Context: an optimization exercise on an open-source flow, tuned for small area. The choices shown serve that exercise and are no tape-out recipe.
Function was checked by simulation only, so behaviour that the tests miss may differ from the original.
Power figures rest on the tool's default switching activity, not on a simulated workload.

==> flow/config.mk <==
export PLATFORM = sky130hd
export DESIGN_NAME = side_ch
export DESIGN_NICKNAME = side_ch
export VERILOG_FILES = /design/flow/design.v
export SDC_FILE = /design/flow/constraint.sdc
export NUM_CORES = 4
export LEC_CHECK = 0
export CAP_MARGIN = 20
export CORE_MARGIN = 2
export CORE_UTILIZATION = 40
export SLEW_MARGIN = 20
==> flow/constraint.sdc <==
create_clock -name core_clock -period 6.0 [get_ports {clk}]
set_input_delay 1.2000 -clock core_clock [delete_from_list [all_inputs] [get_ports {clk}]]
set_output_delay 1.2000 -clock core_clock [all_outputs]
set_load 0.01 [all_outputs]
==> flow/design.v <==
package side_ch_pkg;
	localparam int REG_DATA_W = 32;
	localparam int REG_ADDR_W = 4;
	localparam logic [REG_ADDR_W-1:0] REG_TRIG_SEL     = 4'd0;
	localparam logic [REG_ADDR_W-1:0] REG_RSSI_TH      = 4'd1;
	localparam logic [REG_ADDR_W-1:0] REG_CAP_LEN      = 4'd2;
	localparam logic [REG_ADDR_W-1:0] REG_EVENT_SEL    = 4'd3;
	localparam logic [REG_ADDR_W-1:0] REG_ADDR2_TARGET = 4'd4;
	localparam logic [REG_ADDR_W-1:0] REG_ARM          = 4'd5;
	localparam logic [REG_ADDR_W-1:0] REG_CNT_BASE     = 4'd8;
	localparam logic [REG_ADDR_W-1:0] REG_DROP_CNT     = 4'd14;
	localparam int NUM_EVENTS = 6;
	localparam int COUNTER_W  = 16;
	localparam int RSSI_W     = 11;
	localparam int ADDR2_W    = 48;
	localparam int IQ_W      = 16;
	localparam int CAP_LEN_W = 8;
	localparam int TRIG_W    = 2;
	localparam logic [TRIG_W-1:0] TRIG_FREE_RUN = 2'd0;
	localparam logic [TRIG_W-1:0] TRIG_RSSI     = 2'd1;
	localparam logic [TRIG_W-1:0] TRIG_FCS_OK   = 2'd2;
	localparam int CAP_STATE_W = 2;
	localparam logic [CAP_STATE_W-1:0] CAP_IDLE  = 2'd0;
	localparam logic [CAP_STATE_W-1:0] CAP_ARMED = 2'd1;
	localparam logic [CAP_STATE_W-1:0] CAP_RUN   = 2'd2;
	localparam int FIFO_DEPTH = 16;
	localparam int FIFO_AW    = 4;
	localparam int STREAM_W   = 64;
	typedef logic [2*IQ_W-1:0] iq_sample_t;
	typedef logic [NUM_EVENTS-1:0][COUNTER_W-1:0] counter_arr_t;
endpackage
`timescale 1ns/1ps
import side_ch_pkg::*;
module side_ch_reg_bank
(
	input  logic                     clk,
	input  logic                     arst_n,
	input  logic                     reg_wr,
	input  logic                     reg_rd,
	input  logic [REG_ADDR_W-1:0]    reg_addr,
	input  logic [REG_DATA_W-1:0]    reg_wdata,
	input  logic [NUM_EVENTS-1:0][COUNTER_W-1:0] counters,
	input  logic [REG_DATA_W-1:0]    drop_cnt,
	output logic [REG_DATA_W-1:0]    reg_rdata,
	output logic                     reg_rvalid,
	output logic [TRIG_W-1:0]        cfg_trig_sel,
	output logic signed [RSSI_W-1:0] cfg_rssi_th,
	output logic [CAP_LEN_W-1:0]     cfg_cap_len,
	output logic [NUM_EVENTS-1:0]    cfg_event_sel,
	output logic [REG_DATA_W-1:0]    cfg_addr2_target,
	output logic                     cfg_arm,
	output logic [NUM_EVENTS-1:0]    cfg_counter_clr
);
	logic [NUM_EVENTS-1:0] clr_next;
	logic [REG_DATA_W-1:0] rd_next;
	always_comb
	begin
		for (int i = 0; i < NUM_EVENTS; i++)
		begin
			clr_next[i] = reg_wr && (reg_addr == REG_ADDR_W'(REG_CNT_BASE + i));
		end
	end
	always_ff @(posedge clk or negedge arst_n)
	begin
		if (!arst_n)
		begin
			cfg_trig_sel     <= '0;
			cfg_rssi_th      <= '0;
			cfg_cap_len      <= '0;
			cfg_event_sel    <= '0;
			cfg_addr2_target <= '0;
			cfg_arm          <= 1'b0;
			cfg_counter_clr  <= '0;
		end
		else
		begin
			cfg_arm         <= reg_wr && (reg_addr == REG_ARM);
			cfg_counter_clr <= clr_next;
			if (reg_wr)
			begin
				case (reg_addr)
					REG_TRIG_SEL:     cfg_trig_sel     <= reg_wdata[TRIG_W-1:0];
					REG_RSSI_TH:      cfg_rssi_th      <= $signed(reg_wdata[RSSI_W-1:0]);
					REG_CAP_LEN:      cfg_cap_len      <= reg_wdata[CAP_LEN_W-1:0];
					REG_EVENT_SEL:    cfg_event_sel    <= reg_wdata[NUM_EVENTS-1:0];
					REG_ADDR2_TARGET: cfg_addr2_target <= reg_wdata;
					default:          ;
				endcase
			end
		end
	end
	always_comb
	begin
		rd_next = '0;
		case (reg_addr)
			REG_TRIG_SEL:     rd_next = REG_DATA_W'(cfg_trig_sel);
			REG_RSSI_TH:      rd_next = {{(REG_DATA_W-RSSI_W){1'b0}}, cfg_rssi_th};
			REG_CAP_LEN:      rd_next = REG_DATA_W'(cfg_cap_len);
			REG_EVENT_SEL:    rd_next = REG_DATA_W'(cfg_event_sel);
			REG_ADDR2_TARGET: rd_next = cfg_addr2_target;
			REG_DROP_CNT:     rd_next = drop_cnt;
			default:          rd_next = '0;
		endcase
		for (int i = 0; i < NUM_EVENTS; i++)
		begin
			if (reg_addr == REG_ADDR_W'(REG_CNT_BASE + i))
				rd_next = REG_DATA_W'(counters[i]);
		end
	end
	always_ff @(posedge clk or negedge arst_n)
	begin
		if (!arst_n)
		begin
			reg_rvalid <= 1'b0;
			reg_rdata  <= '0;
		end
		else
		begin
			reg_rvalid <= reg_rd;
			if (reg_rd)
				reg_rdata <= rd_next;
		end
	end
endmodule
`timescale 1ns/1ps
import side_ch_pkg::*;
module side_ch_event_counters
(
	input  logic                     clk,
	input  logic                     arst_n,
	input  logic                     short_preamble_detected,
	input  logic                     long_preamble_detected,
	input  logic                     pkt_header_valid_strobe,
	input  logic                     pkt_header_valid,
	input  logic                     fcs_in_strobe,
	input  logic                     fcs_ok,
	input  logic                     phy_tx_start,
	input  logic                     phy_tx_done,
	input  logic                     tx_pkt_need_ack,
	input  logic                     pkt_for_me,
	input  logic [ADDR2_W-1:0]       addr2,
	input  logic signed [RSSI_W-1:0] rssi_half_db,
	output logic [NUM_EVENTS-1:0][COUNTER_W-1:0] counters,
	input  logic [NUM_EVENTS-1:0]    cfg_event_sel,
	input  logic [REG_DATA_W-1:0]    cfg_addr2_target,
	input  logic signed [RSSI_W-1:0] cfg_rssi_th,
	input  logic [NUM_EVENTS-1:0]    cfg_counter_clr
);
	logic                  fcs_good;
	logic                  addr2_match;
	logic                  rssi_above;
	logic                  rssi_above_d;
	logic                  rssi_cross;
	logic [NUM_EVENTS-1:0] ev;
	assign fcs_good    = fcs_in_strobe && fcs_ok;
	assign addr2_match = (addr2[REG_DATA_W-1:0] == cfg_addr2_target);
	assign rssi_above  = (rssi_half_db > cfg_rssi_th);
	assign rssi_cross  = rssi_above && !rssi_above_d;
	always_comb
	begin
		ev[0] = cfg_event_sel[0] ? long_preamble_detected : short_preamble_detected;
		ev[1] = pkt_header_valid_strobe &&
			(cfg_event_sel[1] ? !pkt_header_valid : pkt_header_valid);
		ev[2] = fcs_in_strobe && (cfg_event_sel[2] ? !fcs_ok : fcs_ok);
		ev[3] = cfg_event_sel[3] ? phy_tx_done : phy_tx_start;
		ev[4] = fcs_good && (cfg_event_sel[4] ? pkt_for_me : addr2_match);
		ev[5] = cfg_event_sel[5] ? (phy_tx_start && tx_pkt_need_ack) : rssi_cross;
	end
	always_ff @(posedge clk or negedge arst_n)
	begin
		if (!arst_n)
			rssi_above_d <= 1'b0;
		else
			rssi_above_d <= rssi_above;
	end
	always_ff @(posedge clk or negedge arst_n)
	begin
		if (!arst_n)
		begin
			counters <= '0;
		end
		else
		begin
			for (int i = 0; i < NUM_EVENTS; i++)
			begin
				if (cfg_counter_clr[i])
					counters[i] <= '0;
				else if (ev[i])
					counters[i] <= counters[i] + COUNTER_W'(1);
			end
		end
	end
endmodule
`timescale 1ns/1ps
import side_ch_pkg::*;
module side_ch_iq_capture
(
	input  logic                     clk,
	input  logic                     arst_n,
	input  logic [2*IQ_W-1:0]        sample0_in,
	input  logic [2*IQ_W-1:0]        sample1_in,
	input  logic                     sample_in_strobe,
	input  logic signed [RSSI_W-1:0] rssi_half_db,
	input  logic                     fcs_in_strobe,
	input  logic                     fcs_ok,
	output logic [STREAM_W-1:0]      cap_word,
	output logic                     cap_valid,
	output logic                     cap_last,
	input  logic [TRIG_W-1:0]        cfg_trig_sel,
	input  logic signed [RSSI_W-1:0] cfg_rssi_th,
	input  logic [CAP_LEN_W-1:0]     cfg_cap_len,
	input  logic                     cfg_arm
);
	logic [CAP_STATE_W-1:0] state;
	logic [CAP_LEN_W-1:0]   remaining;
	logic                   fcs_seen;
	logic                   trig_hit;
	logic                   take;
	logic [2*IQ_W-1:0]      s0_sw;
	logic [2*IQ_W-1:0]      s1_sw;
	assign s0_sw = {sample0_in[IQ_W-1:0], sample0_in[2*IQ_W-1:IQ_W]};
	assign s1_sw = {sample1_in[IQ_W-1:0], sample1_in[2*IQ_W-1:IQ_W]};
	always_comb
	begin
		case (cfg_trig_sel)
			TRIG_RSSI:   trig_hit = sample_in_strobe && (rssi_half_db > cfg_rssi_th);
			TRIG_FCS_OK: trig_hit = sample_in_strobe && fcs_seen;
			default:     trig_hit = sample_in_strobe;
		endcase
	end
	assign take = ((state == CAP_ARMED) && trig_hit) || ((state == CAP_RUN) && sample_in_strobe);
	always_ff @(posedge clk or negedge arst_n)
	begin
		if (!arst_n)
		begin
			state     <= CAP_IDLE;
			remaining <= '0;
			fcs_seen  <= 1'b0;
			cap_valid <= 1'b0;
			cap_last  <= 1'b0;
		end
		else
		begin
			cap_valid <= take;
			cap_last  <= take && (remaining == CAP_LEN_W'(1));
			case (state)
				CAP_IDLE:
				begin
					if (cfg_arm && (cfg_cap_len != '0))
					begin
						state     <= CAP_ARMED;
						remaining <= cfg_cap_len;
						fcs_seen  <= 1'b0;
					end
				end
				CAP_ARMED:
				begin
					if (fcs_in_strobe && fcs_ok)
						fcs_seen <= 1'b1;
				end
				CAP_RUN:  ;
				default:  state <= CAP_IDLE;
			endcase
			if (take)
			begin
				remaining <= remaining - CAP_LEN_W'(1);
				state     <= (remaining == CAP_LEN_W'(1)) ? CAP_IDLE : CAP_RUN;
			end
		end
	end
	always_ff @(posedge clk)
	begin
		if (take)
			cap_word <= {s1_sw, s0_sw};
	end
endmodule
`timescale 1ns/1ps
import side_ch_pkg::*;
module side_ch_stream_fifo
(
	input  logic                  clk,
	input  logic                  arst_n,
	input  logic [STREAM_W-1:0]   cap_word,
	input  logic                  cap_valid,
	input  logic                  cap_last,
	input  logic                  m_axis_tready,
	output logic                  m_axis_tvalid,
	output logic [STREAM_W-1:0]   m_axis_tdata,
	output logic                  m_axis_tlast,
	output logic [REG_DATA_W-1:0] drop_cnt
);
	logic [STREAM_W:0]  mem [0:FIFO_DEPTH-1];
	logic [FIFO_AW-1:0] wr_ptr;
	logic [FIFO_AW-1:0] rd_ptr;
	logic [FIFO_AW:0]   count;
	logic               full;
	logic               push;
	logic               pop;
	assign full = (count == (FIFO_AW+1)'(FIFO_DEPTH));
	assign push = cap_valid && !full;
	assign pop  = m_axis_tvalid && m_axis_tready;
	assign m_axis_tvalid = (count != '0);
	assign m_axis_tdata  = mem[rd_ptr][STREAM_W-1:0];
	assign m_axis_tlast  = m_axis_tvalid && mem[rd_ptr][STREAM_W];
	always_ff @(posedge clk)
	begin
		if (push)
			mem[wr_ptr] <= {cap_last, cap_word};
	end
	always_ff @(posedge clk or negedge arst_n)
	begin
		if (!arst_n)
		begin
			wr_ptr   <= '0;
			rd_ptr   <= '0;
			count    <= '0;
			drop_cnt <= '0;
		end
		else
		begin
			if (push)
				wr_ptr <= wr_ptr + FIFO_AW'(1);
			if (pop)
				rd_ptr <= rd_ptr + FIFO_AW'(1);
			case ({push, pop})
				2'b10:   count <= count + (FIFO_AW+1)'(1);
				2'b01:   count <= count - (FIFO_AW+1)'(1);
				default: count <= count;
			endcase
			if (cap_valid && full)
				drop_cnt <= drop_cnt + REG_DATA_W'(1);
		end
	end
endmodule
`timescale 1ns/1ps
import side_ch_pkg::*;
module side_ch
(
	input  logic                     clk,
	input  logic                     arst_n,
	input  logic                     reg_wr,
	input  logic                     reg_rd,
	input  logic [REG_ADDR_W-1:0]    reg_addr,
	input  logic [REG_DATA_W-1:0]    reg_wdata,
	output logic [REG_DATA_W-1:0]    reg_rdata,
	output logic                     reg_rvalid,
	input  logic                     short_preamble_detected,
	input  logic                     long_preamble_detected,
	input  logic                     pkt_header_valid_strobe,
	input  logic                     pkt_header_valid,
	input  logic                     fcs_in_strobe,
	input  logic                     fcs_ok,
	input  logic                     phy_tx_start,
	input  logic                     phy_tx_done,
	input  logic                     tx_pkt_need_ack,
	input  logic                     pkt_for_me,
	input  logic [ADDR2_W-1:0]       addr2,
	input  logic signed [RSSI_W-1:0] rssi_half_db,
	input  logic [2*IQ_W-1:0]        sample0_in,
	input  logic [2*IQ_W-1:0]        sample1_in,
	input  logic                     sample_in_strobe,
	output logic                     m_axis_tvalid,
	output logic [STREAM_W-1:0]      m_axis_tdata,
	output logic                     m_axis_tlast,
	input  logic                     m_axis_tready
);
	logic [NUM_EVENTS-1:0][COUNTER_W-1:0] counters;
	logic [REG_DATA_W-1:0] drop_cnt;
	logic [STREAM_W-1:0]   cap_word;
	logic                  cap_valid;
	logic                  cap_last;
	logic [TRIG_W-1:0]        cfg_trig_sel;
	logic signed [RSSI_W-1:0] cfg_rssi_th;
	logic [CAP_LEN_W-1:0]     cfg_cap_len;
	logic [NUM_EVENTS-1:0]    cfg_event_sel;
	logic [REG_DATA_W-1:0]    cfg_addr2_target;
	logic                     cfg_arm;
	logic [NUM_EVENTS-1:0]    cfg_counter_clr;
	side_ch_reg_bank i_reg_bank (
		.clk        (clk),
		.arst_n     (arst_n),
		.reg_wr     (reg_wr),
		.reg_rd     (reg_rd),
		.reg_addr   (reg_addr),
		.reg_wdata  (reg_wdata),
		.counters   (counters),
		.drop_cnt   (drop_cnt),
		.reg_rdata  (reg_rdata),
		.reg_rvalid (reg_rvalid),
		.cfg_trig_sel     (cfg_trig_sel),
		.cfg_rssi_th      (cfg_rssi_th),
		.cfg_cap_len      (cfg_cap_len),
		.cfg_event_sel    (cfg_event_sel),
		.cfg_addr2_target (cfg_addr2_target),
		.cfg_arm          (cfg_arm),
		.cfg_counter_clr  (cfg_counter_clr)
	);
	side_ch_event_counters i_event_counters (
		.clk                     (clk),
		.arst_n                  (arst_n),
		.short_preamble_detected (short_preamble_detected),
		.long_preamble_detected  (long_preamble_detected),
		.pkt_header_valid_strobe (pkt_header_valid_strobe),
		.pkt_header_valid        (pkt_header_valid),
		.fcs_in_strobe           (fcs_in_strobe),
		.fcs_ok                  (fcs_ok),
		.phy_tx_start            (phy_tx_start),
		.phy_tx_done             (phy_tx_done),
		.tx_pkt_need_ack         (tx_pkt_need_ack),
		.pkt_for_me              (pkt_for_me),
		.addr2                   (addr2),
		.rssi_half_db            (rssi_half_db),
		.counters                (counters),
		.cfg_event_sel           (cfg_event_sel),
		.cfg_addr2_target        (cfg_addr2_target),
		.cfg_rssi_th             (cfg_rssi_th),
		.cfg_counter_clr         (cfg_counter_clr)
	);
	side_ch_iq_capture i_iq_capture (
		.clk              (clk),
		.arst_n           (arst_n),
		.sample0_in       (sample0_in),
		.sample1_in       (sample1_in),
		.sample_in_strobe (sample_in_strobe),
		.rssi_half_db     (rssi_half_db),
		.fcs_in_strobe    (fcs_in_strobe),
		.fcs_ok           (fcs_ok),
		.cap_word         (cap_word),
		.cap_valid        (cap_valid),
		.cap_last         (cap_last),
		.cfg_trig_sel     (cfg_trig_sel),
		.cfg_rssi_th      (cfg_rssi_th),
		.cfg_cap_len      (cfg_cap_len),
		.cfg_arm          (cfg_arm)
	);
	side_ch_stream_fifo i_stream_fifo (
		.clk           (clk),
		.arst_n        (arst_n),
		.cap_word      (cap_word),
		.cap_valid     (cap_valid),
		.cap_last      (cap_last),
		.m_axis_tready (m_axis_tready),
		.m_axis_tvalid (m_axis_tvalid),
		.m_axis_tdata  (m_axis_tdata),
		.m_axis_tlast  (m_axis_tlast),
		.drop_cnt      (drop_cnt)
	);
endmodule
==> flow/run.sh <==
#!/bin/bash
# synth_recipe.tcl (not shown) runs the flow's synth.tcl, then flattens the netlist and writes it again
# the make line also repeats each setting of config.mk as NAME=value (left out here)
make -C /OpenROAD-flow-scripts/flow DESIGN_CONFIG=/design/flow/config.mk WORK_HOME=/design/flow/orfs CLKGATE_MAP_FILE= SYNTH_SCRIPT=/design/flow/synth_recipe.tcl finish
==> run summary, run 1 <==
* Hold Vio Cnt, Final at 0
* IO buf count at 257
* Synth-to-layout area growth at 18.0%
* Insertion delay to the later sink of the worst-skew pair at 0.78 ns
* Slew Limit Headroom at 0.290
* Final Power at 0.0298 W
* DP Worst Slack at 0.984 ns
* RSZ-0062 raised after global routing: false
* Reg2Reg Setup Slack at 2.31 ns
* Post-synthesis instance total at 2917
* Nets at 3456
* Die W at 373 microns
* Cell variety after synth at 69
* Row cnt at 135
* Max cap viols at 0
* Crit start category: register
* Worst Skew at 0.0296 ns
* Core box area at 0.135 sq mm
* Post-cts resize count at 0
* Filler cell count at 11.3k
* Hold-fix buffers, CTS at 0
* R2r startpoint: i_reg_bank.cfg_rssi_th[6]
* Largest net degree at the start of global routing at 119
* Die area at 0.139 sq mm
* Gr usage total at 0.190
* Fin worst setup slack at 0.933 ns
* Max IR drop VDD at 0.000284 V
* Num Clock Sinks at 1358
* Share of Yosys cell area claimed by the top area cell type at 0.609
* Min Hold Slack at 0.457 ns
* Vias per inst at 5.52
* Net count after synthesis at 3127
* Yosys reg bits at 1358
* Power Dens Cells at 463 mW/mm^2
* Layout cells sized above 1 at 0.211
* CTS tree: built
* Worst min path class: in2async
* Post-route clock period utilization at 0.844
* Slew @ Worst Pin at 1.06 ns
* Crit end category: primary output
* Initial DRC count at 2558
* ANT nets after route at 0
* Top FF cell, synth: edfxtp_1
* Critical Path AT at 3.87 ns
* GPL Wtd Cong at 0.835
* Vias in the first global route at 29.0k
* Diode count at 0
* Setup tns final at 0 ns
* Syn Area/Cell at 18.7 sq um
* I/O pins at 274
* Status: complete, no violations
* Detailed Place HPWL at 76500 microns
* First-pass GRT wire length at 194000 microns
* Number of synthesized flops with an enable pin at 1104
* Synth warn at 4
* Post-synthesis sequential area ratio at 0.725
* DRC viols at 0
* Number of antenna violations at the first check in global routing at 11
* H-tree Lvls at 4
* Async S/R FF share, synth at 0.187
* Setup violators final at 0
* Area leader, netlist: edfxtp_1
* CP Class: reg2out
* Initial Util at 0.403
* Fin util at 0.475
* Clk buf depth at 3
* Routed vias at 28.4k
* Pleak at 21.6 nW
* Mapped Area at 0.0545 sq mm
* Gr ovfl total at 0
* Root Buffer: clkbuf_16
* Worst R2R End: i_iq_capture.cap_word[1]
* CP max FO at 40
* Die height at 373 microns
* Pre-antenna DRT Iters at 5
* Minimum clock period at 5.07 ns
* # Post-CTS Setup Buffers at 0
* Clk slew on worst S/H paths at 0.06 ns
* Top cells by area, synth: edfxtp_1 61%, mux4_2 13%, dfrtp_1 12%, mux2_2 1.5%, xnor2_1 1.3%
* FMAX at 197 MHz
* Slew Limit Fails at 0
* Worst reg-to-reg path cell count at 9
* Total wire length at 131000 microns
* TritonCTS buffer count at 146
* Wire length per cell at 25.5 microns
* WP data required at 4.80 ns
worst max-delay path by stage:
stage	start	endpoint	slack [ns]
3_5_place_dp	rssi_half_db[6]	i_iq_capture.cap_word[13]	0.98
4_1_cts	i_stream_fifo.rd_ptr[0]	m_axis_tdata[16]	0.79
2_1_floorplan	i_stream_fifo.count[0]	i_stream_fifo.mem[15][0]	1.63
6_report	i_stream_fifo.rd_ptr[0]	m_axis_tdata[16]	0.93
3_3_place_gp	rssi_half_db[6]	i_iq_capture.cap_word[12]	1.04
5_1_grt	i_stream_fifo.rd_ptr[0]	m_axis_tdata[16]	0.73
through the flow:
| step | area (sq um) | instances |
|---|---|---|
| after floorplan | 54500 | 2917 |
| after global placement | 59600 | 4878 |
| after detailed placement | 59600 | 4879 |
| after CTS | 64300 | 5139 |
| after global routing | 64300 | 5139 |
| final | 64300 | 5139 |
critical path: stages, from the launching register on:
cell and delay, ns:
dfrtp_4 1.03, buf_4 0.46, mux4_2 0.55, mux4_2 0.53, clkdlybuf4s50_1 0.50
routing by layer:
| metal | routed length, microns | GRT usage |
|---|---|---|
| met5 | 31 | 0 |
| met4 | 3770 | 0.0640 |
| met1 | 55000 | 0.255 |
| met2 | 64200 | 0.309 |
| met3 | 8030 | 0.0388 |
power by group:
| group | switching [W] | internal (W) |
|---|---|---|
| Combinational | 0.00368 | 0.00399 |
| Clock | 0.00376 | 0.00506 |
| Sequential | 0.00129 | 0.0120 |
synth_stat cells, drive strengths merged (8+ instances only):
| cell | instances |
|---|---|
| and2 | 8 |
| ha | 34 |
| inv | 72 |
| xnor2 | 81 |
| buf | 57 |
| o22ai | 23 |
| a22oi | 31 |
| mux2 | 75 |
| a21oi | 53 |
| edfxtp | 1104 |
| nor4 | 9 |
| o21ai | 60 |
| o31ai | 12 |
| nand2 | 99 |
| clkbuf | 88 |
| nor3 | 18 |
| or4 | 15 |
| mux2i | 12 |
| mux4 | 325 |
| a211oi | 12 |
| a31oi | 17 |
| dfrtp | 254 |
| or3 | 25 |
| nand3 | 76 |
| nand4 | 63 |
| xor2 | 45 |
| nor2 | 139 |
| nor2b | 13 |
| and3 | 18 |
| nand2b | 9 |
flip-flops by register name, summed over array words and instances, names as in the netlist, 2 cells and up:
signal,cells
i_stream_fifo.mem,1040
i_event_counters.counters,96
i_iq_capture.cap_word,64
i_reg_bank.cfg_addr2_target,32
i_reg_bank.reg_rdata,32
i_stream_fifo.drop_cnt,32
i_reg_bank.cfg_rssi_th,11
i_iq_capture.remaining,8
i_reg_bank.cfg_cap_len,8
i_reg_bank.cfg_counter_clr,6
i_reg_bank.cfg_event_sel,6
i_stream_fifo.count,5
i_stream_fifo.rd_ptr,4
i_stream_fifo.wr_ptr,4
i_iq_capture.state,2
i_reg_bank.cfg_trig_sel,2
layout make-up:
class	instances	area, sq um	area share
Timing Repair Buffer	327	3330	0.0518
Sequential cell	1358	39500	0.615
Multi-Input combinational cell	1341	14200	0.221
Clock buffer	181	3880	0.0603
Clock inverter	79	815	0.0127
Inverter	72	273	0.00424
Tap cell	1781	2230	0.0347
cells by family after synthesis:
kind of cell    after synthesis  synth area share
fa+ha+maj                    35           0.00818
xor+xnor                    126            0.0203
mux                         412             0.152
simple gates                517            0.0484
buf+inv                     218            0.0161
compound gates              251            0.0295
flops                      1358             0.725
layout by cell type (no fill, tap or decap), types with 31 or more instances in the layout:
cell type | netlist | routed
buf_4 | 3 | 52
ha_1 | 34 | 34
inv_1 | 72 | 71
mux2_2 | 72 | 72
o21ai_0 | 60 | 60
clkdlybuf4s50_1 | 0 | 255
a21oi_1 | 52 | 51
dfrtp_1 | 254 | 250
mux4_2 | 325 | 325
nor2_1 | 139 | 127
clkbuf_16 | 0 | 147
xor2_1 | 45 | 45
edfxtp_1 | 1104 | 1104
nand4_1 | 63 | 63
nand2_1 | 98 | 98
a22oi_1 | 31 | 31
xnor2_1 | 81 | 81
nand3_1 | 76 | 76
==> inputs of run 2 (changes only) <==
--- a/flow/design.v
+++ b/flow/design.v
@@ -51,15 +51,21 @@
 	output logic                     cfg_arm,
 	output logic [NUM_EVENTS-1:0]    cfg_counter_clr
 );
-	logic [NUM_EVENTS-1:0] clr_next;
+	logic                  wr_q;
+	logic [REG_ADDR_W-1:0] addr_q;
 	logic [REG_DATA_W-1:0] rd_next;
+	assign cfg_arm = wr_q && (addr_q == REG_ARM);
 	always_comb
 	begin
 		for (int i = 0; i < NUM_EVENTS; i++)
 		begin
-			clr_next[i] = reg_wr && (reg_addr == REG_ADDR_W'(REG_CNT_BASE + i));
+			cfg_counter_clr[i] = wr_q && (addr_q == REG_ADDR_W'(REG_CNT_BASE + i));
 		end
 	end
+	always_ff @(posedge clk)
+	begin
+		addr_q <= reg_addr;
+	end
 	always_ff @(posedge clk or negedge arst_n)
 	begin
 		if (!arst_n)
@@ -69,13 +75,11 @@
 			cfg_cap_len      <= '0;
 			cfg_event_sel    <= '0;
 			cfg_addr2_target <= '0;
-			cfg_arm          <= 1'b0;
-			cfg_counter_clr  <= '0;
+			wr_q             <= 1'b0;
 		end
 		else
 		begin
-			cfg_arm         <= reg_wr && (reg_addr == REG_ARM);
-			cfg_counter_clr <= clr_next;
+			wr_q <= reg_wr;
 			if (reg_wr)
 			begin
 				case (reg_addr)
@@ -107,19 +111,16 @@
 				rd_next = REG_DATA_W'(counters[i]);
 		end
 	end
+	always_ff @(posedge clk)
+	begin
+		reg_rdata <= rd_next;
+	end
 	always_ff @(posedge clk or negedge arst_n)
 	begin
 		if (!arst_n)
-		begin
 			reg_rvalid <= 1'b0;
-			reg_rdata  <= '0;
-		end
 		else
-		begin
 			reg_rvalid <= reg_rd;
-			if (reg_rd)
-				reg_rdata <= rd_next;
-		end
 	end
 endmodule
 `timescale 1ns/1ps
@@ -139,22 +140,19 @@
 	input  logic                     tx_pkt_need_ack,
 	input  logic                     pkt_for_me,
 	input  logic [ADDR2_W-1:0]       addr2,
-	input  logic signed [RSSI_W-1:0] rssi_half_db,
+	input  logic                     rssi_above,
 	output logic [NUM_EVENTS-1:0][COUNTER_W-1:0] counters,
 	input  logic [NUM_EVENTS-1:0]    cfg_event_sel,
 	input  logic [REG_DATA_W-1:0]    cfg_addr2_target,
-	input  logic signed [RSSI_W-1:0] cfg_rssi_th,
 	input  logic [NUM_EVENTS-1:0]    cfg_counter_clr
 );
 	logic                  fcs_good;
 	logic                  addr2_match;
-	logic                  rssi_above;
 	logic                  rssi_above_d;
 	logic                  rssi_cross;
 	logic [NUM_EVENTS-1:0] ev;
 	assign fcs_good    = fcs_in_strobe && fcs_ok;
 	assign addr2_match = (addr2[REG_DATA_W-1:0] == cfg_addr2_target);
-	assign rssi_above  = (rssi_half_db > cfg_rssi_th);
 	assign rssi_cross  = rssi_above && !rssi_above_d;
 	always_comb
 	begin
@@ -200,14 +198,13 @@
 	input  logic [2*IQ_W-1:0]        sample0_in,
 	input  logic [2*IQ_W-1:0]        sample1_in,
 	input  logic                     sample_in_strobe,
-	input  logic signed [RSSI_W-1:0] rssi_half_db,
+	input  logic                     rssi_above,
 	input  logic                     fcs_in_strobe,
 	input  logic                     fcs_ok,
-	output logic [STREAM_W-1:0]      cap_word,
-	output logic                     cap_valid,
-	output logic                     cap_last,
+	output logic [STREAM_W-1:0]      take_word,
+	output logic                     take,
+	output logic                     take_last,
 	input  logic [TRIG_W-1:0]        cfg_trig_sel,
-	input  logic signed [RSSI_W-1:0] cfg_rssi_th,
 	input  logic [CAP_LEN_W-1:0]     cfg_cap_len,
 	input  logic                     cfg_arm
 );
@@ -215,20 +212,20 @@
 	logic [CAP_LEN_W-1:0]   remaining;
 	logic                   fcs_seen;
 	logic                   trig_hit;
-	logic                   take;
-	logic [2*IQ_W-1:0]      s0_sw;
-	logic [2*IQ_W-1:0]      s1_sw;
-	assign s0_sw = {sample0_in[IQ_W-1:0], sample0_in[2*IQ_W-1:IQ_W]};
-	assign s1_sw = {sample1_in[IQ_W-1:0], sample1_in[2*IQ_W-1:IQ_W]};
+	logic                   last_word;
+	assign take_word = {sample1_in[IQ_W-1:0], sample1_in[2*IQ_W-1:IQ_W],
+	                    sample0_in[IQ_W-1:0], sample0_in[2*IQ_W-1:IQ_W]};
 	always_comb
 	begin
 		case (cfg_trig_sel)
-			TRIG_RSSI:   trig_hit = sample_in_strobe && (rssi_half_db > cfg_rssi_th);
-			TRIG_FCS_OK: trig_hit = sample_in_strobe && fcs_seen;
-			default:     trig_hit = sample_in_strobe;
+			TRIG_RSSI:   trig_hit = rssi_above;
+			TRIG_FCS_OK: trig_hit = fcs_seen;
+			default:     trig_hit = 1'b1;
 		endcase
 	end
-	assign take = ((state == CAP_ARMED) && trig_hit) || ((state == CAP_RUN) && sample_in_strobe);
+	assign take      = sample_in_strobe && ((state == CAP_RUN) || ((state == CAP_ARMED) && trig_hit));
+	assign last_word = (remaining == CAP_LEN_W'(1));
+	assign take_last = take && last_word;
 	always_ff @(posedge clk or negedge arst_n)
 	begin
 		if (!arst_n)
@@ -236,13 +233,9 @@
 			state     <= CAP_IDLE;
 			remaining <= '0;
 			fcs_seen  <= 1'b0;
-			cap_valid <= 1'b0;
-			cap_last  <= 1'b0;
 		end
 		else
 		begin
-			cap_valid <= take;
-			cap_last  <= take && (remaining == CAP_LEN_W'(1));
 			case (state)
 				CAP_IDLE:
 				begin
@@ -264,15 +257,10 @@
 			if (take)
 			begin
 				remaining <= remaining - CAP_LEN_W'(1);
-				state     <= (remaining == CAP_LEN_W'(1)) ? CAP_IDLE : CAP_RUN;
+				state     <= last_word ? CAP_IDLE : CAP_RUN;
 			end
 		end
 	end
-	always_ff @(posedge clk)
-	begin
-		if (take)
-			cap_word <= {s1_sw, s0_sw};
-	end
 endmodule
 `timescale 1ns/1ps
 import side_ch_pkg::*;
@@ -280,37 +268,57 @@
 (
 	input  logic                  clk,
 	input  logic                  arst_n,
-	input  logic [STREAM_W-1:0]   cap_word,
-	input  logic                  cap_valid,
-	input  logic                  cap_last,
+	input  logic [STREAM_W-1:0]   take_word,
+	input  logic                  take,
+	input  logic                  take_last,
 	input  logic                  m_axis_tready,
 	output logic                  m_axis_tvalid,
 	output logic [STREAM_W-1:0]   m_axis_tdata,
 	output logic                  m_axis_tlast,
 	output logic [REG_DATA_W-1:0] drop_cnt
 );
-	logic [STREAM_W:0]  mem [0:FIFO_DEPTH-1];
-	logic [FIFO_AW-1:0] wr_ptr;
-	logic [FIFO_AW-1:0] rd_ptr;
-	logic [FIFO_AW:0]   count;
-	logic               full;
-	logic               push;
-	logic               pop;
-	assign full = (count == (FIFO_AW+1)'(FIFO_DEPTH));
-	assign push = cap_valid && !full;
+	logic [STREAM_W:0]       mem [0:FIFO_DEPTH-1];
+	logic [FIFO_AW-1:0]      wr_ptr;
+	logic [FIFO_AW-1:0]      rd_ptr;
+	logic [FIFO_AW:0]        count;
+	logic                    offered;
+	logic                    full;
+	logic                    push;
+	logic                    pop;
+	logic [FIFO_AW:0]        count_nx;
+	logic [FIFO_AW-1:0]      wr_ptr_nx;
+	logic                    wr_en;
+	logic [FIFO_DEPTH-1:0]   rd_sel;
+	logic [STREAM_W:0]       rd_word;
+	assign full = count[FIFO_AW];
+	assign push = offered && !full;
 	assign pop  = m_axis_tvalid && m_axis_tready;
-	assign m_axis_tvalid = (count != '0);
-	assign m_axis_tdata  = mem[rd_ptr][STREAM_W-1:0];
-	assign m_axis_tlast  = m_axis_tvalid && mem[rd_ptr][STREAM_W];
+	assign count_nx  = count + (FIFO_AW+1)'(push) - (FIFO_AW+1)'(pop);
+	assign wr_ptr_nx = wr_ptr + FIFO_AW'(push);
+	assign wr_en = take && !count_nx[FIFO_AW];
 	always_ff @(posedge clk)
 	begin
-		if (push)
-			mem[wr_ptr] <= {cap_last, cap_word};
+		for (int i = 0; i < FIFO_DEPTH; i++)
+			if (wr_en && (wr_ptr_nx == FIFO_AW'(i)))
+				mem[i] <= {take_last, take_word};
 	end
+	always_comb
+	begin
+		rd_word = '0;
+		for (int i = 0; i < FIFO_DEPTH; i++)
+		begin
+			rd_sel[i] = (rd_ptr == FIFO_AW'(i));
+			rd_word   = rd_word | ({(STREAM_W+1){rd_sel[i]}} & mem[i]);
+		end
+	end
+	assign m_axis_tvalid = (count != '0);
+	assign m_axis_tdata  = rd_word[STREAM_W-1:0];
+	assign m_axis_tlast  = rd_word[STREAM_W];
 	always_ff @(posedge clk or negedge arst_n)
 	begin
 		if (!arst_n)
 		begin
+			offered  <= 1'b0;
 			wr_ptr   <= '0;
 			rd_ptr   <= '0;
 			count    <= '0;
@@ -318,16 +326,12 @@
 		end
 		else
 		begin
-			if (push)
-				wr_ptr <= wr_ptr + FIFO_AW'(1);
+			offered <= take;
+			wr_ptr  <= wr_ptr_nx;
+			count   <= count_nx;
 			if (pop)
 				rd_ptr <= rd_ptr + FIFO_AW'(1);
-			case ({push, pop})
-				2'b10:   count <= count + (FIFO_AW+1)'(1);
-				2'b01:   count <= count - (FIFO_AW+1)'(1);
-				default: count <= count;
-			endcase
-			if (cap_valid && full)
+			if (offered && full)
 				drop_cnt <= drop_cnt + REG_DATA_W'(1);
 		end
 	end
@@ -366,9 +370,10 @@
 );
 	logic [NUM_EVENTS-1:0][COUNTER_W-1:0] counters;
 	logic [REG_DATA_W-1:0] drop_cnt;
-	logic [STREAM_W-1:0]   cap_word;
-	logic                  cap_valid;
-	logic                  cap_last;
+	logic [STREAM_W-1:0]   take_word;
+	logic                  take;
+	logic                  take_last;
+	logic                  rssi_above;
 	logic [TRIG_W-1:0]        cfg_trig_sel;
 	logic signed [RSSI_W-1:0] cfg_rssi_th;
 	logic [CAP_LEN_W-1:0]     cfg_cap_len;
@@ -376,6 +381,7 @@
 	logic [REG_DATA_W-1:0]    cfg_addr2_target;
 	logic                     cfg_arm;
 	logic [NUM_EVENTS-1:0]    cfg_counter_clr;
+	assign rssi_above = (rssi_half_db > cfg_rssi_th);
 	side_ch_reg_bank i_reg_bank (
 		.clk        (clk),
 		.arst_n     (arst_n),
@@ -409,11 +415,10 @@
 		.tx_pkt_need_ack         (tx_pkt_need_ack),
 		.pkt_for_me              (pkt_for_me),
 		.addr2                   (addr2),
-		.rssi_half_db            (rssi_half_db),
+		.rssi_above              (rssi_above),
 		.counters                (counters),
 		.cfg_event_sel           (cfg_event_sel),
 		.cfg_addr2_target        (cfg_addr2_target),
-		.cfg_rssi_th             (cfg_rssi_th),
 		.cfg_counter_clr         (cfg_counter_clr)
 	);
 	side_ch_iq_capture i_iq_capture (
@@ -422,23 +427,22 @@
 		.sample0_in       (sample0_in),
 		.sample1_in       (sample1_in),
 		.sample_in_strobe (sample_in_strobe),
-		.rssi_half_db     (rssi_half_db),
+		.rssi_above       (rssi_above),
 		.fcs_in_strobe    (fcs_in_strobe),
 		.fcs_ok           (fcs_ok),
-		.cap_word         (cap_word),
-		.cap_valid        (cap_valid),
-		.cap_last         (cap_last),
+		.take_word        (take_word),
+		.take             (take),
+		.take_last        (take_last),
 		.cfg_trig_sel     (cfg_trig_sel),
-		.cfg_rssi_th      (cfg_rssi_th),
 		.cfg_cap_len      (cfg_cap_len),
 		.cfg_arm          (cfg_arm)
 	);
 	side_ch_stream_fifo i_stream_fifo (
 		.clk           (clk),
 		.arst_n        (arst_n),
-		.cap_word      (cap_word),
-		.cap_valid     (cap_valid),
-		.cap_last      (cap_last),
+		.take_word     (take_word),
+		.take          (take),
+		.take_last     (take_last),
 		.m_axis_tready (m_axis_tready),
 		.m_axis_tvalid (m_axis_tvalid),
 		.m_axis_tdata  (m_axis_tdata),
==> run 2 against run 1 <==
  * Global-route usage rose by 2.9 points
  * Sequential share of layout area rose by 0.74 points
  * Cell area fell by 6.6%
  * Count of clock-buffer cells in the layout fell by 2
  * Final cell count rose by 3.9%
==> run summary, run 2 <==
* Layout cells sized above 1 at 0.118
* Net count after synthesis at 3468
* Top cells by area, synth: edfxtp_1 62%, dfrtp_1 11%, a22oi_1 3.2%, a22o_1 2.3%, mux2_2 2.1%
* Final std cells w/o fill at 5340
* Post-synthesis sequential area ratio at 0.739
* Post-Place Cell Area at 0.0557 sq mm
* Die area at 0.129 sq mm
* Top FF cell, synth: edfxtp_1
* Power Dens Cells at 439 mW/mm^2
* Slew Limit Headroom at 0.268
* Fin area at 0.0600 sq mm
* Die height at 359 microns
* Syn Area/Cell at 15.5 sq um
* Largest net degree at the start of global routing at 95
* Most frequent cell after synthesis: edfxtp_1
* Slowest CP cell: and2_2
* Die W at 359 microns
* Slew @ Worst Pin at 1.10 ns
* Worst min path class: in2async
* Yosys reg bits at 1291
* Switching Share at 0.321
* Synth-to-layout area growth at 18.8%
* Max cap viols at 0
* Clock Power Share at 0.305
* Nets at 3795
* Switch Pwr at 0.00845 W
* Critical path, cell by cell: inv_1, ha_1, nor2b_2, and2_2, a221oi_1, and3_1, o211ai_1, clkdlybuf4s50_1
* Crit end category: primary output
* Reg with most FFs: i_stream_fifo.mem
* Cell variety after synth at 67
* Setup violators final at 0
* Crit start category: register
* # Post-CTS Setup Buffers at 0
* Synth warn at 5
* Core box area at 0.125 sq mm
* Placed cell count at 5091
* Share of Yosys cell area claimed by the top area cell type at 0.618
* Wire length per cell at 26.7 microns
* Async S/R FF share, synth at 0.167
* Status: complete, no violations
* Vias per inst at 5.80
* Clk buf depth at 3
* Gr usage total at 0.218
* Area leader, netlist: edfxtp_1
* Largest register FFs at 1040
* Pre-antenna DRT Iters at 8
* Total wire length at 143000 microns
* Vias in the first global route at 30.2k
* Logic pwr share at 0.278
* IO buf count at 257
* WL met1 at 61000 microns
* CP Class: reg2out
* Most frequent cells in the layout: 1040 x edfxtp_1, 256 x clkdlybuf4s50_1, 215 x a22oi_1
* Critical Path AT at 4.52 ns
* H-tree Lvls at 4
* Slew Limit Fails at 0
* I/O pins at 274
* Multi-input combinational cell area at 0.0126 sq mm
* Worst Skew at 0.0360 ns
* Critical path buffer and inverter count at 2
* Metal2 WL at 67600 microns
* GPL Wtd Cong at 0.881
* CP max stage delay at 0.94 ns
* Detailed Place HPWL at 84200 microns
* Number of synthesized flops with an enable pin at 1040
* Pleak at 20.5 nW
* Commonest non-fill, non-tap cell in the layout: edfxtp_1
* Root Buffer: clkbuf_16
* DRC viols at 0
* Initial DRC count at 3575
* Filler cell count at 10.8k
* Initial Util at 0.403
* Insertion delay to the later sink of the worst-skew pair at 0.77 ns
* Minimum clock period at 5.72 ns
* Top Layer Used: met5
* Synth cell count leaders: 1040 x edfxtp_1, 215 x a22oi_1, 215 x dfrtp_1
* Storage element area at 0.0373 sq mm
* ANT nets after route at 0
* Number of antenna violations at the first check in global routing at 11
* Num Clock Sinks at 1291
* First-pass GRT wire length at 208000 microns
* Gr ovfl total at 0
* Routed vias at 31.0k
* Post-route clock period utilization at 0.953
* Post-synthesis instance total at 3254
* Row cnt at 130
* Max IR drop VDD at 0.000409 V
* CP max FO at 29
* Hold-fix buffers, CTS at 0
* TritonCTS buffer count at 138
* Sequential share of power at 0.417
* RSZ-0062 raised after global routing: false
* Cell Int Power at 0.0179 W
* FMAX at 175 MHz
* Clk slew on worst S/H paths at 0.06 ns
* Fin util at 0.478
* Top delay family on crit path: simple AND/OR/NAND/NOR gates
* Mapped Area at 0.0505 sq mm
* CTS tree: built
* WP data required at 4.80 ns
* Hold Vio Cnt, Final at 0
* Largest registers: i_stream_fifo.mem: 1040 flops, i_event_counters.counters: 96 flops
* Met3 Wirelength at 11100 microns
* Post-cts resize count at 0
==> run 2: power by group through the flow <==
stage	Clock [W]	Sequential (W)	Combinational, W
global placement	0	0.0112	0.00728
global route	0.00852	0.0111	0.00782
floorplan	0	0.0109	0.00378
finish	0.00803	0.0110	0.00732
CTS	0.00816	0.0110	0.00737
detailed placement	0	0.0112	0.00733
==> run 2: per-layer routing <==
layer  GRT usage  vias up
met5           0        -
met4      0.0544       12
met3      0.0409      198
met2       0.352     1300
met1       0.304    15900
li1            -    13600
==> run 2: layout make-up <==
| class | instances | area share |
|---|---|---|
| tap | 1650 | 0.0344 |
| timing repair buffer | 356 | 0.0603 |
| sequential | 1291 | 0.622 |
| clock buffer | 179 | 0.0623 |
| multi-input combinational | 1754 | 0.209 |
| antenna | 2 | 0.0000834 |
| inverter | 40 | 0.00250 |
| clock inverter | 68 | 0.00861 |
==> run 2: worst paths after layout <==
path,from,endpoint,slack (ns),cells after the start
max in group asynchronous,arst_n,i_reg_bank.cfg_addr2_target[30],4.44,2
worst max-delay path,i_stream_fifo.rd_ptr[0],m_axis_tdata[38],0.28,8
min in group core_clock,i_stream_fifo.drop_cnt[31],i_stream_fifo.drop_cnt[31],0.48,1
worst min-delay path,arst_n,i_event_counters.counters[67],0.40,1
worst max register to register,i_stream_fifo.count[2],i_stream_fifo.mem[5][22],1.74,17
worst min register to register,i_stream_fifo.drop_cnt[31],i_stream_fifo.drop_cnt[31],0.48,1
==> run 2: logic make-up after synthesis <==
family | synth area share
mux | 0.0338
flops | 0.739
fa+ha+maj | 0.00981
simple gates | 0.0676
xor+xnor | 0.0272
compound gates | 0.106
buf+inv | 0.0162
==> run 2: stage by stage <==
step / hold slack [ns] / power [W] / worst slack (ns) / TNS (ns)
2_1_floorplan: 0.446 / 0.0147 / -0.402 / -303.53
3_3_place_gp: 0.468 / 0.0184 / 0.805 / 0
3_5_place_dp: 0.475 / 0.0185 / 0.822 / 0
4_1_cts: 0.434 / 0.0265 / 0.267 / 0
5_1_grt: 0.458 / 0.0274 / 0.183 / 0
6_report: 0.399 / 0.0263 / 0.280 / 0
==> inputs of run 3 (changes only) <==
--- a/flow/design.v
+++ b/flow/design.v
@@ -287,6 +287,7 @@
 	logic                    pop;
 	logic [FIFO_AW:0]        count_nx;
 	logic [FIFO_AW-1:0]      wr_ptr_nx;
+	logic                    full_nx;
 	logic                    wr_en;
 	logic [FIFO_DEPTH-1:0]   rd_sel;
 	logic [STREAM_W:0]       rd_word;
@@ -295,7 +296,8 @@
 	assign pop  = m_axis_tvalid && m_axis_tready;
 	assign count_nx  = count + (FIFO_AW+1)'(push) - (FIFO_AW+1)'(pop);
 	assign wr_ptr_nx = wr_ptr + FIFO_AW'(push);
-	assign wr_en = take && !count_nx[FIFO_AW];
+	assign full_nx = !pop && (full || (offered && (count == (FIFO_AW+1)'(FIFO_DEPTH-1))));
+	assign wr_en   = take && !full_nx;
 	always_ff @(posedge clk)
 	begin
 		for (int i = 0; i < FIFO_DEPTH; i++)
==> flow/flow/run.sh (new file) <==
#!/bin/bash
# Standard ORFS layout (the standard.sh, standard synthesis unchanged) with two changes:
# port buffers use the smallest buffer cell, and clock tree synthesis uses clkbuf_16 sink
# clusters of up to 25 flip-flops within 100 um, without dummy loads.
set -euo pipefail
bash standard.sh finish \
  "BUFFER_PORTS_ARGS=-buffer_cell sky130_fd_sc_hd__buf_1" \
  "CTS_ARGS=-sink_clustering_enable -repair_clock_nets -dont_use_dummy_load -buf_list sky130_fd_sc_hd__clkbuf_16 -sink_clustering_size 25 -sink_clustering_max_diameter 100" \
  > make_finish.log 2>&1
==> flow/standard.sh (new file) <==
#!/bin/bash
# synth_recipe.tcl (not shown) runs the flow's synth.tcl, then flattens the netlist and writes it again
# the make line also repeats each setting of config.mk as NAME=value (left out here)
make -C /OpenROAD-flow-scripts/flow DESIGN_CONFIG=/design/flow/config.mk WORK_HOME=/design/flow/orfs CLKGATE_MAP_FILE= SYNTH_SCRIPT=/design/flow/synth_recipe.tcl "${@:-finish}"
removed: flow/run.sh
==> run 3 against run 2 <==
  * Critical path type unchanged
  * Area after synthesis is essentially flat
  * Count of clock-buffer cells in the layout shrank 120
  * Hold slack gained 0.079 ns
  * Still clean
  * Final cell count shrank 3.5%
  * Clock power shrank 45%
  * Core utilization shrank 3.6 points
  * Largest cell class unchanged
  * Maximum frequency grew 3.0%
  * Synthesized cell count grew 0.37%
  * Wire length shrank 0.84%
  * Die area is essentially flat
  * Register-to-register slack gained 0.39 ns
==> run summary, run 3 <==
* Status: complete, no violations
* Row cnt at 130
* Yosys reg bits at 1291
* CP max stage delay at 0.90 ns
* DRC viols at 0
* Slowest CP cell: and2_2
* Minimum clock period at 5.55 ns
* Initial Util at 0.403
* Slew @ Worst Pin at 1.06 ns
* Max cap viols at 0
* Hold Vio Cnt, Final at 0
* Setup violators final at 0
* Placed cell count at 5092
* I/O pins at 274
* GPL Wtd Cong at 0.862
* CP max FO at 36
* Power Dens Cells at 396 mW/mm^2
* Post-synthesis adder-cell area fraction at 0.0100
* Core box area at 0.126 sq mm
* Critical Path AT at 4.35 ns
* # Post-CTS Setup Buffers at 0
* Detailed Place HPWL at 83900 microns
* Hold-fix buffers, CTS at 0
* Fin util at 0.442
* Total wire length at 142000 microns
* Top FF cell, synth: edfxtp_1
* Mapped Area at 0.0505 sq mm
* Setup tns final at 0 ns
* Crit start category: register
* RSZ-0062 raised after global routing: false
* Die W at 359 microns
* Post-synthesis instance total at 3266
* Gr usage total at 0.214
* H-tree Lvls at 2
* Net count after synthesis at 3481
* XOR/XNOR Fraction of Synth Area at 0.0272
* Nets at 3718
* Most frequent cell after synthesis: edfxtp_1
* Synth cell count leaders: 1040 x edfxtp_1, 230 x a22oi_1, 215 x dfrtp_1
* CTS tree: built
* Fin area at 0.0555 sq mm
* Largest register FFs at 1040
* Pleak at 18.3 nW
* Slew Limit Headroom at 0.292
* Post-Place Cell Area at 0.0541 sq mm
* FMAX at 180 MHz
* Max IR drop VDD at 0.000306 V
* Number of synthesized flops with an enable pin at 1040
* First-pass GRT wire length at 205000 microns
* Routed vias at 30.5k
* Insertion delay to the later sink of the worst-skew pair at 0.71 ns
* TritonCTS buffer count at 59
* Critical path, cell by cell: nor2_2, buf_4, and2_2, buf_4, a221oi_1, nand4_1, buf_1
* Worst Skew at 0.103 ns
* Die height at 359 microns
* Top cells by area, synth: edfxtp_1 62%, dfrtp_1 11%, a22oi_1 3.4%, mux2_2 2.2%, a22o_1 1.8%
* Num Clock Sinks at 1291
* Area leader, netlist: edfxtp_1
* Post-Synth Simple-Gate Area at 0.0675
* Cell mode on critical path: buf_4
* Vias per inst at 5.93
* Layout cells sized above 1 at 0.0885
* Crit end category: primary output
* Commonest non-fill, non-tap cell in the layout: edfxtp_1
* Compound-gate portion of the synthesized area at 0.107
* Gr ovfl total at 0
* ANT nets after route at 0
* Reg with most FFs: i_stream_fifo.mem
* Share of Yosys cell area claimed by the top area cell type at 0.618
* Syn Area/Cell at 15.5 sq um
* Largest net degree at the start of global routing at 156
* Initial DRC count at 3537
* Post-synthesis mux area share at 0.0325
* Largest registers: i_stream_fifo.mem: 1040 flops, i_event_counters.counters: 96 flops
* Final std cells w/o fill at 5154
* IO buf count at 257
* Pre-antenna DRT Iters at 6
* Number of antenna violations at the first check in global routing at 16
* Worst min path class: reg2reg
* Largest family of logic cells by synthesized area: compound AO/OA/AOI/OAI gates
* Synth-to-layout area growth at 9.89%
* Root Buffer: clkbuf_16
* Wire length per cell at 27.5 microns
* Cell variety after synth at 72
* Slew Limit Fails at 0
* Clk buf depth at 3
* Async S/R FF share, synth at 0.167
* WP data required at 4.80 ns
* Die area at 0.129 sq mm
* Post-route clock period utilization at 0.925
* Min Hold Slack at 0.478 ns
* Vias in the first global route at 29.4k
* Most frequent cells in the layout: 1040 x edfxtp_1, 256 x buf_1, 230 x a22oi_1
* Clk slew on worst S/H paths at 0.10 ns
* CP Class: reg2out
* Synth warn at 5
* Post-cts resize count at 0
* Post-synthesis sequential area ratio at 0.739
## run 3: cell types whose count changed after synthesis, moves of 6 or more
cell and change:
a21oi_1 -20, o21ai_0 +14, buf_2 +6, a32o_1 +8, a22o_1 -27, mux4_2 -8, a221o_1 +14, nand2_1 +13
a22oi_1 +15, o211ai_1 -7, nor3_1 -27, nor2_1 +7, mux2i_1 +7
## run 3: final timing paths
check | startpoint | endpoint | cells past startpoint | slack, ns
setup / recovery | i_stream_fifo.rd_ptr[3] | m_axis_tdata[30] | 7 | 0.45
hold / removal | i_stream_fifo.drop_cnt[31] | i_stream_fifo.drop_cnt[31] | 1 | 0.48
setup reg to reg | i_reg_bank.cfg_rssi_th[9] | i_stream_fifo.mem[10][45] | 11 | 2.13
hold reg to reg | i_stream_fifo.drop_cnt[31] | i_stream_fifo.drop_cnt[31] | 1 | 0.48
max in group asynchronous | arst_n | i_stream_fifo.rd_ptr[2] | 2 | 4.47
min in group asynchronous | arst_n | i_event_counters.counters[64] | 2 | 0.61
## run 3: cell families after synthesis
logic type / count (synthesis)
AOI/OAI and AO/OA: 708
xor gates and xnor gates: 157
adders and majority gates: 40
buffers and inverters: 214
DFF: 1291
muxes: 152
and+or+nand+nor: 704
## run 3: layout make-up
type / instances / area (sq um)
Sequential cell: 1291 / 37300
Clock buffer: 59 / 1480
Antenna cell: 3 / 7.51
Timing Repair Buffer: 347 / 1910
Tap cell: 1650 / 2060
Inverter: 43 / 161
Multi-Input combinational cell: 1761 / 12600
Fill cell: 11200 / 70000
## run 3: critical path: cells and delay by family, from the launching register on
family / cells / cell delay, ns
AND/OR/NAND/NOR: 3 / 1.71
flip-flops: 1 / 0.75
AO/OA/AOI/OAI: 1 / 0.15
buffers and inverters: 3 / 0.97
## run 3: where the power goes
group	internal (W)	leakage, nW	switching [W]
Clock	0.00175	0.727	0.00265
Combinational	0.00215	5.15	0.00445
Sequential	0.0104	12.5	0.000565
## run 3: metrics by stage
stage	power [W]	setup slack (ns)
after detailed placement	0.0178	1.20
after floorplan	0.0147	0.155
after global placement	0.0178	1.25
after CTS	0.0221	0.410
after global routing	0.0229	0.346
final	0.0220	0.448
## run 3: per-layer routing
metal,GRT usage,part of all wire
met2,0.349,0.47
met5,0,0.00086
met3,0.0351,0.085
met1,0.300,0.42
met4,0.0509,0.022
==> inputs of run 4 (changes only) <==
--- a/flow/design.v
+++ b/flow/design.v
@@ -171,6 +171,19 @@
 		else
 			rssi_above_d <= rssi_above;
 	end
+	logic [NUM_EVENTS-1:0][COUNTER_W-1:0] cnt_inc;
+	for (genvar i = 0; i < NUM_EVENTS; i++)
+	begin : g_inc
+		logic [COUNTER_W:0]   carry;
+		logic [COUNTER_W-1:0] cnt;
+		assign cnt      = counters[i];
+		assign carry[0] = ev[i];
+		for (genvar b = 0; b < COUNTER_W; b++)
+		begin : g_bit
+			assign cnt_inc[i][b] = cnt[b] ^ carry[b];
+			assign carry[b+1]    = cnt[b] & carry[b];
+		end
+	end
 	always_ff @(posedge clk or negedge arst_n)
 	begin
 		if (!arst_n)
@@ -183,8 +196,8 @@
 			begin
 				if (cfg_counter_clr[i])
 					counters[i] <= '0;
-				else if (ev[i])
-					counters[i] <= counters[i] + COUNTER_W'(1);
+				else
+					counters[i] <= cnt_inc[i];
 			end
 		end
 	end
@@ -230,18 +243,26 @@
 	begin
 		if (!arst_n)
 		begin
-			state     <= CAP_IDLE;
-			remaining <= '0;
-			fcs_seen  <= 1'b0;
+			state <= CAP_IDLE;
 		end
 		else
 		begin
+			if (take)
+				state <= last_word ? CAP_IDLE : CAP_RUN;
+			else if ((state == CAP_IDLE) && cfg_arm && (cfg_cap_len != '0))
+				state <= CAP_ARMED;
+			else if (state == CAP_STATE_W'(3))
+				state <= CAP_IDLE;
+		end
+	end
+	always_ff @(posedge clk)
+	begin
+		begin
 			case (state)
 				CAP_IDLE:
 				begin
 					if (cfg_arm && (cfg_cap_len != '0))
 					begin
-						state     <= CAP_ARMED;
 						remaining <= cfg_cap_len;
 						fcs_seen  <= 1'b0;
 					end
@@ -251,14 +272,10 @@
 					if (fcs_in_strobe && fcs_ok)
 						fcs_seen <= 1'b1;
 				end
-				CAP_RUN:  ;
-				default:  state <= CAP_IDLE;
+				default:  ;
 			endcase
 			if (take)
-			begin
 				remaining <= remaining - CAP_LEN_W'(1);
-				state     <= last_word ? CAP_IDLE : CAP_RUN;
-			end
 		end
 	end
 endmodule
@@ -279,7 +296,7 @@
 );
 	logic [STREAM_W:0]       mem [0:FIFO_DEPTH-1];
 	logic [FIFO_AW-1:0]      wr_ptr;
-	logic [FIFO_AW-1:0]      rd_ptr;
+	logic [FIFO_DEPTH-1:0]   rd_oh;
 	logic [FIFO_AW:0]        count;
 	logic                    offered;
 	logic                    full;
@@ -289,7 +306,6 @@
 	logic [FIFO_AW-1:0]      wr_ptr_nx;
 	logic                    full_nx;
 	logic                    wr_en;
-	logic [FIFO_DEPTH-1:0]   rd_sel;
 	logic [STREAM_W:0]       rd_word;
 	assign full = count[FIFO_AW];
 	assign push = offered && !full;
@@ -298,6 +314,17 @@
 	assign wr_ptr_nx = wr_ptr + FIFO_AW'(push);
 	assign full_nx = !pop && (full || (offered && (count == (FIFO_AW+1)'(FIFO_DEPTH-1))));
 	assign wr_en   = take && !full_nx;
+	logic [REG_DATA_W:0]   drop_carry;
+	logic [REG_DATA_W-1:0] drop_inc;
+	always_comb
+	begin
+		drop_carry[0] = offered && full;
+		for (int b = 0; b < REG_DATA_W; b++)
+		begin
+			drop_inc[b]     = drop_cnt[b] ^ drop_carry[b];
+			drop_carry[b+1] = drop_cnt[b] & drop_carry[b];
+		end
+	end
 	always_ff @(posedge clk)
 	begin
 		for (int i = 0; i < FIFO_DEPTH; i++)
@@ -309,8 +336,7 @@
 		rd_word = '0;
 		for (int i = 0; i < FIFO_DEPTH; i++)
 		begin
-			rd_sel[i] = (rd_ptr == FIFO_AW'(i));
-			rd_word   = rd_word | ({(STREAM_W+1){rd_sel[i]}} & mem[i]);
+			rd_word = rd_word | ({(STREAM_W+1){rd_oh[i]}} & mem[i]);
 		end
 	end
 	assign m_axis_tvalid = (count != '0);
@@ -322,7 +348,7 @@
 		begin
 			offered  <= 1'b0;
 			wr_ptr   <= '0;
-			rd_ptr   <= '0;
+			rd_oh    <= FIFO_DEPTH'(1);
 			count    <= '0;
 			drop_cnt <= '0;
 		end
@@ -332,9 +358,8 @@
 			wr_ptr  <= wr_ptr_nx;
 			count   <= count_nx;
 			if (pop)
-				rd_ptr <= rd_ptr + FIFO_AW'(1);
-			if (offered && full)
-				drop_cnt <= drop_cnt + REG_DATA_W'(1);
+				rd_oh <= {rd_oh[FIFO_DEPTH-2:0], rd_oh[FIFO_DEPTH-1]};
+			drop_cnt <= drop_inc;
 		end
 	end
 endmodule
==> run 4 against run 3 <==
  * Critical path depth grew 26
  * Highest routed layer unchanged
  * Clock skew shrank 0.021 ns
  * Die area shrank 2.5%
  * Largest cell class unchanged
  * Final cell count shrank 9.9%
==> run summary, run 4 <==
* ANT nets after route at 0
* Most frequent cell after synthesis: edfxtp_1
* Crit end category: register
* Critical Path AT at 6.37 ns
* TritonCTS buffer count at 58
* Vias per inst at 5.97
* Fin area at 0.0541 sq mm
* Max IR drop VDD at 0.000279 V
* Reg with most FFs: i_stream_fifo.mem
* Mapped Area at 0.0493 sq mm
* Routed vias at 27.7k
* IO buf count at 257
* Share of Yosys cell area claimed by the top area cell type at 0.639
* Status: complete, no violations
* Wire length per cell at 29.0 microns
* Post-synthesis sequential area ratio at 0.765
* Top delay family on crit path: adder cells
* Critical path buffer and inverter count at 0
* CP max stage delay at 0.38 ns
* Setup violators final at 0
* Synth cell count leaders: 1049 x edfxtp_1, 284 x a22o_1, 260 x a221oi_1
* CP max FO at 2
* Slew Limit Fails at 0
* Hold Vio Cnt, Final at 0
* Largest net degree at the start of global routing at 105
* Minimum clock period at 5.80 ns
* Pleak at 18.5 nW
* Worst R2R End: i_stream_fifo.drop_cnt[31]
* Filler cell count at 10.7k
* Post-route clock period utilization at 0.967
* Insertion delay to the later sink of the worst-skew pair at 0.73 ns
* Detailed Place HPWL at 72400 microns
* Top FF cell, synth: edfxtp_1
* Num Clock Sinks at 1303
* FMAX at 172 MHz
* DRC viols at 0
* GPL Wtd Cong at 0.847
* Crit start category: register
* CP Capture Point: i_stream_fifo.drop_cnt[31]
* Initial Util at 0.404
* Initial DRC count at 3153
* Number of synthesized flops with an enable pin at 1049
* First-pass GRT wire length at 194000 microns
* Die height at 355 microns
* Gr ovfl total at 0
* Worst min path class: reg2reg
* Fin util at 0.443
* Nets at 3336
* R2r startpoint: i_stream_fifo.count[4]
* Max cap viols at 0
* Synth warn at 5
* CTS tree: built
* Pre-antenna DRT Iters at 5
* Most frequent cells in the layout: 1049 x edfxtp_1, 284 x a22o_1, 260 x a221oi_1
* Slew @ Worst Pin at 1.11 ns
* Cell variety after synth at 64
* Post-Place Cell Area at 0.0525 sq mm
* Multi-input combinational cell area at 0.0112 sq mm
* Die W at 355 microns
* Storage element area at 0.0377 sq mm
* Power Dens Cells at 300 mW/mm^2
* Layout cells sized above 1 at 0.0953
* CP Class: reg2reg
* Largest register FFs at 1040
* Syn Area/Cell at 17.7 sq um
* Stages on worst setup path at 33
* Die area at 0.126 sq mm
* Net count after synthesis at 3098
* Vias in the first global route at 27.3k
* Top cells by area, synth: edfxtp_1 64%, dfrtp_1 11%, a22o_1 5.0%, a221oi_1 4.6%, ha_1 3.7%
* Clk buf depth at 3
* Commonest non-fill, non-tap cell in the layout: edfxtp_1
* Reg2Reg Setup Slack at 0.20 ns
* Slowest CP cell: dfrtp_1
* Worst reg-to-reg path cell count at 33
* Number of antenna violations at the first check in global routing at 19
* Row cnt at 128
* Yosys reg bits at 1303
* Largest registers: i_stream_fifo.mem: 1040 flops, i_event_counters.counters: 96 flops
* Core box area at 0.122 sq mm
* CP Launch Point: i_stream_fifo.count[4]
* Cell mode on critical path: ha_2
* Worst Skew at 0.0814 ns
* Total wire length at 135000 microns
* I/O pins at 274
* Setup tns final at 0 ns
* Slew Limit Headroom at 0.261
* Gr usage total at 0.211
* Min Hold Slack at 0.493 ns
* Root Buffer: clkbuf_16
* WP data required at 6.56 ns
* Post-synthesis instance total at 2777
* Synth-to-layout area growth at 9.84%
* H-tree Lvls at 2
* Async S/R FF share, synth at 0.167
* Clk slew on worst S/H paths at 0.10 ns
* Area leader, netlist: edfxtp_1
[run 4: power by group]
part           total [W]  internal, W  switching, W
Clock            0.00437      0.00172       0.00265
Combinational    0.00132     0.000502      0.000820
Sequential        0.0105       0.0102      0.000295
Total             0.0162       0.0124       0.00376
[run 4: layout make-up]
type	instances	area share
antenna	5	0.000231
sequential	1303	0.697
multi-input combinational	1287	0.206
inverter	38	0.00264
clock buffer	58	0.0268
tap	1625	0.0376
timing repair buffer	327	0.0290
[run 4: worst min path at each step]
stage | startpoint | to | slack [ns] | depth (start not counted)
detailed placement | i_stream_fifo.drop_cnt[17] | i_reg_bank.reg_rdata[17] | 0.48 | 1
CTS | arst_n | i_event_counters.counters[11] | 0.49 | 1
global placement | i_stream_fifo.drop_cnt[23] | i_reg_bank.reg_rdata[23] | 0.48 | 1
floorplan | i_stream_fifo.drop_cnt[31] | i_stream_fifo.drop_cnt[31] | 0.44 | 1
finish | i_event_counters.counters[94] | i_reg_bank.reg_rdata[14] | 0.49 | 2
global route | arst_n | i_event_counters.counters[11] | 0.52 | 1
[run 4: worst reg2reg max path, delay by kind of cell (launching register included)]
kind                       cells  cell delay [ns]
adders and majority gates     31             5.01
xor gates and xnor gates       1             0.13
DFF                            1             0.38
and+or+nand+nor                1             0.16
[run 4: through the flow]
step           std cells  setup slack [ns]  power (W)
6_report            4643             0.196     0.0162
5_1_grt             4642          -0.00902     0.0168
4_1_cts             4636           0.00174     0.0163
3_5_place_dp        4578            -0.522     0.0120
3_3_place_gp        4577            -0.421     0.0120
2_1_floorplan       2777             -1.38     0.0114
[run 4: routing by layer]
metal | GRT usage | share of wire | vias to the layer above
li1 | - | - | 11800
met1 | 0.301 | 0.43 | 14800
met2 | 0.341 | 0.47 | 957
met3 | 0.0346 | 0.073 | 169
met4 | 0.0432 | 0.019 | 22
met5 | 0 | 0.0010 | -
[run 4: cell families after synthesis]
| family | count (synthesis) | synth area share |
|---|---|---|
| DFF | 1303 | 0.765 |
| buffers and inverters | 187 | 0.0148 |
| AOI/OAI and AO/OA | 671 | 0.115 |
| xor gates and xnor gates | 53 | 0.00942 |
| adders and majority gates | 146 | 0.0372 |
| muxes | 92 | 0.0211 |
| and+or+nand+nor | 325 | 0.0373 |
[run 4: repair_timing]
item,4_1_cts,5_1_grt
hold buffers,0,0
resized for setup,26,13
pin swaps,1,0
setup endpoints to repair,4,2
setup buffers,0,1

[re-timing with driven ports]
The flow's constraints put no driver on any port. The routed layouts listed below were extracted and timed again, unchanged, in two steps.
Step 1 assumes that a clkbuf_16 drives the clock port and a buf_2 every other input.
Step 2 also shifts input and output timing later by t, the mid clock arrival at the registers, as if the neighbouring blocks saw the same clock.
Three values: ideal ports, drivers, drivers and shift; two values: the first two.
run	shift t [ns]	setup slack, ns	clock arrival spread, ns	slew at the worst register clock pin (ns)	cell pins on the clock port's net
run 1	0.843	0.933 / 0.855 / 1.059	0.033 / 0.032	0.06 / 0.06	1
run 2	0.827	0.280 / 0.202 / 0.693	0.043 / 0.043	0.06 / 0.06	1
run 3	0.743	0.448 / 0.373 / 1.115	0.123 / 0.123	0.10 / 0.10	1
run 4	0.748	0.196 / 0.196 / 0.020	0.092 / 0.092	0.11 / 0.11	1
After both steps setup and hold are still met in every run listed. For run 4, which loses most, drivers alone change the setup slack by 0.000 ns; drivers and shift together by -0.176 ns.
